This design comes from an exercise in tuning for small area, a short achievable clock period and few clock cycles on the open sky130 flow, not from production work.
Where RTL was checked, it was by simulation tests only, not by an equivalence proof against the original.
Power and IR drop assume default switching activity.

Design battery_undervoltage_monitor, start of the top module:
module battery_undervoltage_monitor #(
  parameter int unsigned HistoryDepth = bum_pkg::HistoryDepth
) (
  input  logic                           clk_i,
  input  logic                           rst_ni,
  input  logic                           s_axis_tvalid_i,
  output logic                           s_axis_tready_o,
  input  logic [bum_pkg::InDataW-1:0]    s_axis_tdata_i,
  input  logic                           s_axis_tuser_i,
  output logic                           m_axis_tvalid_o,
  input  logic                           m_axis_tready_i,
  output logic [bum_pkg::OutDataW-1:0]   m_axis_tdata_o,
  input  logic                           cfg_valid_i,
  output logic                           cfg_ready_o,
  input  logic [bum_pkg::CfgAddrW-1:0]   cfg_addr_i,
  input  logic [bum_pkg::MvW-1:0]        cfg_data_i
);
For scale: ~11000 cells after synthesis, about 4000 flip-flops, roughly 100 I/O pins, ~170000 sq um of cells after synthesis.
clock: 10.0 ns
lec_check: 0
cap_margin: 20
core_margin: 2
core_utilization: 60
slew_margin: 20
run.sh (not shown) runs the stock make flow with config.mk's settings and CLKGATE_MAP_FILE= SYNTH_SCRIPT=/design/flow/synth_recipe.tcl, a recipe that flattens the netlist after the stock synthesis.
Testbench counts at the start, summed over its fixed seeds: cycles 10,414.
Rerun with:
--- a/flow/design.v
+++ b/flow/design.v
@@ -275,32 +275,21 @@
       if (store) begin
         held_q <= imv_q;
         lvl_q  <= icls_q;
         wp_q   <= wp_q + IdxW'(1);
         if (wp_q == '1) full_q <= 1'b1;
       end
       pend_q <= store;
     end
   end
-  logic [MvW:0] samp_lo, samp_hi;
-  assign samp_lo = {1'b0, imv_q} - {1'b0, deadband_q};
-  assign samp_hi = {1'b0, imv_q} + {1'b0, deadband_q};
-  always_ff @(posedge clk_i or negedge rst_ni) begin
-    if (!rst_ni) begin
-      hlo_q <= {1'b0, 16'd0} - {1'b0, bum_pkg::DeadbandReset};
-      hhi_q <= {1'b0, 16'd0} + {1'b0, bum_pkg::DeadbandReset};
-    end else if (!is_samp) begin
-      hlo_q <= {1'b0, held_q} - {1'b0, deadband_q};
-      hhi_q <= {1'b0, held_q} + {1'b0, deadband_q};
-    end else if (take) begin
-      hlo_q <= samp_lo;
-      hhi_q <= samp_hi;
-    end
+  always_ff @(posedge clk_i) begin
+    hlo_q <= store ? ({1'b0, imv_q} - {1'b0, deadband_q}) : ({1'b0, held_q} - {1'b0, deadband_q});
+    hhi_q <= store ? ({1'b0, imv_q} + {1'b0, deadband_q}) : ({1'b0, held_q} + {1'b0, deadband_q});
   end
   always_ff @(posedge clk_i) begin
     pend_slot_q <= wp_q;
     pend_now_q  <= inow_q;
     pend_mv_q   <= imv_q;
   end
   logic [BlkW-1:0]          cmp_blk_q, cmp_blk_d;
   logic [IdxW-1:0]          snap_wp_q, snap_wp_d;
   logic                     snap_full_q, snap_full_d;
@@ -435,23 +424,25 @@
     m_gate_q  <= cmp_gate_q;
     m_slot_q  <= cmp_slot_q;
     g_first_q <= m_first_q;
     g_last_q  <= m_last_q;
     g_gate_q  <= m_gate_q;
     g_slot_q  <= m_slot_q;
     g_sum_q   <= grp_sum;
     g_cnt_q   <= blk_cnt;
     a_slot_q  <= g_slot_q;
-    acc_s0_q  <= acc_s0_d;
-    acc_s1_q  <= acc_s1_d;
-    acc_c0_q  <= acc_c0_d;
-    acc_c1_q  <= acc_c1_d;
-    a_nz_q    <= (!g_first_q && a_nz_q) || (g_sum_q != '0);
+    if (g_v_q) begin
+      acc_s0_q <= acc_s0_d;
+      acc_s1_q <= acc_s1_d;
+      acc_c0_q <= acc_c0_d;
+      acc_c1_q <= acc_c1_d;
+      a_nz_q   <= (!g_first_q && a_nz_q) || (g_sum_q != '0);
+    end
   end
   assign diff = acc_c0_q + acc_c1_q - acc_s0_q - acc_s1_q;
   assign dis  = a_nz_q && !diff[DW-1];
   logic [ResW-1:0]  slot_q [NSlot];
   logic [NSlot-1:0] slot_rdy_q;
   logic [SlotW-1:0] rf_q;
   logic [CntW-1:0]  cnt_q, cnt_d;
   logic [ResW-1:0]  res, head;
   logic             head_rdy, head_fin, move, ov_q;
Outcome: Hold slack improved by 0.0035 ns. Wire length went up slightly. Maximum frequency went down by about a fifth. Via count hardly moves. Critical path depth went up by 4. Sequential cell count does not change. Global-route usage stays flat. Cell count stays flat.
For the second run of this note, only the layout was checked, not whether the RTL still works.

Another version of the RTL of battery_undervoltage_monitor (not shown whole).
Size in the first run: roughly 4,100 flip-flops, roughly 100 I/O pins, ~170,000 um2 of cells after synthesis.
Settings: LEC_CHECK=0, CAP_MARGIN=20, CORE_MARGIN=2, CORE_UTILIZATION=60, CTS_CLUSTER_DIAMETER=80, CTS_CLUSTER_SIZE=24, SLEW_MARGIN=20; clock period 10.0 ns.
standard.sh (not shown) runs the stock make flow with config.mk's settings and CLKGATE_MAP_FILE= SYNTH_SCRIPT=/design/flow/synth_recipe.tcl, a recipe that flattens the netlist after the stock synthesis.
==> flow/flow/run.sh <==
#!/bin/bash
set -euo pipefail
MARGIN=${SETUP_MARGIN_NS:-6.5}
bash standard.sh SETUP_SLACK_MARGIN=$MARGIN finish > standard_flow.log 2>&1
The first run finished clean.
Testbench counts at the start, summed over its fixed seeds: cycles 9,872.
Rerun with:
--- a/flow/design.v
+++ b/flow/design.v
@@ -47,18 +47,14 @@
   input  logic [TimeW-1:0]         wr_now_i,
   input  logic [MvW-1:0]           wr_mv_i,
   input  logic [Blocks*Lanes-1:0]  cmp_sel_i,
   input  logic [TimeW-1:0]         cmp_now_i,    
   input  logic [15:0]              cmp_him1_i,   
   input  logic [15:0]              cmp_blo_i,    
   input  logic                     cmp_wrap_i,   
-  input  logic [TimeW-1:0]         cmp_now_n_i,
-  input  logic [15:0]              cmp_him1_n_i,
-  input  logic [15:0]              cmp_blo_n_i,
-  input  logic                     cmp_wrap_n_i,
   output logic [Lanes-1:0]         cmp_mask_o,
   input  logic [Blocks*Lanes-1:0]  sum_sel_i,
   input  logic [Lanes-1:0]         sum_mask_i,   
   output logic [SumRows*SumW-1:0] sum_o,    
   output logic [LaneW:0]           cnt_o
 );
   function automatic logic ge16(input logic [15:0] a, input logic [15:0] b);
@@ -107,32 +103,18 @@
       vld = 1'b0;
       for (int b = 0; b < Blocks; b++) begin
         st  = st | ({TimeW{cmp_sel_i[b*Lanes + l]}} & ts[b*Lanes + l]);
         sv  = sv | ({MvW{sum_sel_i[b*Lanes + l]}} & mv[b*Lanes + l]);
         vld = vld | cmp_sel_i[b*Lanes + l];
       end
     end
-    logic [TimeW-1:0] now;
-    logic [15:0]      him1, blo;
-    logic             wrap;
-    if (l < Lanes / 2) begin : g_lo
-      assign now  = cmp_now_i;
-      assign him1 = cmp_him1_i;
-      assign blo  = cmp_blo_i;
-      assign wrap = cmp_wrap_i;
-    end else begin : g_hi
-      assign now  = ~cmp_now_n_i;
-      assign him1 = ~cmp_him1_n_i;
-      assign blo  = ~cmp_blo_n_i;
-      assign wrap = ~cmp_wrap_n_i;
-    end
-    assign le  = ge16(now[15:0], st[15:0]);
-    assign ge  = ge16(st[15:0], blo);
-    assign hit = ((st[31:16] == now[31:16]) && le) || ((st[31:16] == him1) && !le);
-    assign cmp_mask_o[l] = vld && hit && (wrap ? (ge || le) : (ge && le));
+    assign le  = ge16(cmp_now_i[15:0], st[15:0]);
+    assign ge  = ge16(st[15:0], cmp_blo_i);
+    assign hit = ((st[31:16] == cmp_now_i[31:16]) && le) || ((st[31:16] == cmp_him1_i) && !le);
+    assign cmp_mask_o[l] = vld && hit && (cmp_wrap_i ? (ge || le) : (ge && le));
     assign lane_mv[l]  = sv;
   end
   function automatic logic [2*SumW-1:0] csa(input logic [SumW-1:0] a, input logic [SumW-1:0] b,
                                             input logic [SumW-1:0] c);
     logic [SumW-1:0] s, cy;
     s   = a ^ b ^ c;
     cy  = ((a & b) | (a & c) | (b & c)) << 1;
@@ -321,17 +303,14 @@
   logic [IdxW-1:0]          snap_wp_q, snap_wp_d;
   logic                     snap_full_q, snap_full_d;
   logic                     cmp_gate_q;
   logic [SlotW-1:0]         cmp_slot_q;
   logic [TimeW-1:0]         ctx_now_q, cmpv_now_q, new_now;
   logic [15:0]              ctx_him1_q, ctx_blo_q, cmpv_him1_q, cmpv_blo_q, new_him1, new_blo;
   logic                     ctx_wrap_q, cmpv_wrap_q, new_wrap;
-  logic [TimeW-1:0]         cmpn_now_q;
-  logic [15:0]              cmpn_him1_q, cmpn_blo_q;
-  logic                     cmpn_wrap_q;
   logic                     cmp_v_d;
   logic [1:0]               cmp_g_d;
   logic [Blocks*Lanes-1:0]  cmp_sel_q, cmp_sel_d;
   logic [SlotW-1:0]         wf_q;
   logic                     cmp_more;
   logic [Blocks*Lanes-1:0]  start_sel, cont_sel;
   assign cmp_more    = cmp_v_q && (cmp_g_q != 2'(Blocks - 1));
@@ -373,18 +352,14 @@
       ctx_blo_q  <= new_blo;
       ctx_wrap_q <= new_wrap;
     end
     cmpv_now_q  <= chk_go ? new_now  : (cmp_more ? ctx_now_q  : '0);
     cmpv_him1_q <= chk_go ? new_him1 : (cmp_more ? ctx_him1_q : '0);
     cmpv_blo_q  <= chk_go ? new_blo  : (cmp_more ? ctx_blo_q  : '0);
     cmpv_wrap_q <= chk_go ? new_wrap : (cmp_more && ctx_wrap_q);
-    cmpn_now_q  <= chk_go ? ~new_now  : (cmp_more ? ~ctx_now_q  : '1);
-    cmpn_him1_q <= chk_go ? ~new_him1 : (cmp_more ? ~ctx_him1_q : '1);
-    cmpn_blo_q  <= chk_go ? ~new_blo  : (cmp_more ? ~ctx_blo_q  : '1);
-    cmpn_wrap_q <= chk_go ? ~new_wrap : !(cmp_more && ctx_wrap_q);
   end
   assign new_now  = inow_q;
   assign new_him1 = inow_q[31:16] - 16'd1;
   assign new_blo  = inow_q[15:0] - window_q;
   assign new_wrap = inow_q[15:0] < window_q;
   logic [Lanes-1:0]         cmp_mask;
   logic [SumRows*SumW-1:0] grp_sum;
@@ -409,18 +384,14 @@
     .wr_now_i   (pend_now_q),
     .wr_mv_i    (pend_mv_q),
     .cmp_sel_i  (cmp_sel_q),
     .cmp_now_i  (cmpv_now_q),
     .cmp_him1_i (cmpv_him1_q),
     .cmp_blo_i  (cmpv_blo_q),
     .cmp_wrap_i (cmpv_wrap_q),
-    .cmp_now_n_i  (cmpn_now_q),
-    .cmp_him1_n_i (cmpn_him1_q),
-    .cmp_blo_n_i  (cmpn_blo_q),
-    .cmp_wrap_n_i (cmpn_wrap_q),
     .cmp_mask_o (cmp_mask),
     .sum_sel_i  (m_sel_q),
     .sum_mask_i (m_mask_q),
     .sum_o      (grp_sum),
     .cnt_o      (blk_cnt)
   );
   always_ff @(posedge clk_i or negedge rst_ni) begin
What happened: Area after synthesis drops by 1.3%. Power fell by 2.3%. Clock skew rose by 0.013 ns. Utilization hardly moves. Clock-buffer cell count came out lower by 15. Synthesized cell count went down by 2.2%. Die area fell by 1.3%. Wire length goes up by 8.8%. Final area decreases by 1.2%. Global-route usage increases by 3.6 points. Register-to-register slack degrades by 0.05 ns. Setup slack degrades by 0.12 ns.
Function not checked in the second run of this note: the RTL went through the layout flow alone.

==> afterwards: timing with drivers on the ports <==
The results above use ideal ports. As a check the final layouts listed here were re-extracted and re-timed, cells and wires unchanged. Step 1 sets driving cells, clkbuf_16 on the clock port and buf_2 on the other inputs (assumed; they add their load-dependent delay and slew). Step 2, shift: input delay + t, output delay - t, t = (earliest + latest rising clock arrival at the registers) / 2. This alone moves slack from input paths to output paths. Slacks: no drivers / after step 1 / after step 2; pairs: no drivers / after step 1.
run | t, ns | slack for setup (ns) | pins driven straight from the clock port
the first run of note 1 | 1.052 | 5.386 / 5.386 / 5.232 | 1
the second run of note 1 | 1.062 | 4.628 / 4.628 / 4.628 | 1
the first run of note 2 | 1.019 | 6.491 / 6.387 / 5.837 | 1
the second run of note 2 | 1.040 | 6.373 / 6.265 / 5.671 | 1
After both steps every run listed still meets setup and hold. For the second run of note 2, which loses most, drivers alone change the setup slack by -0.108 ns; drivers and shift together by -0.702 ns.
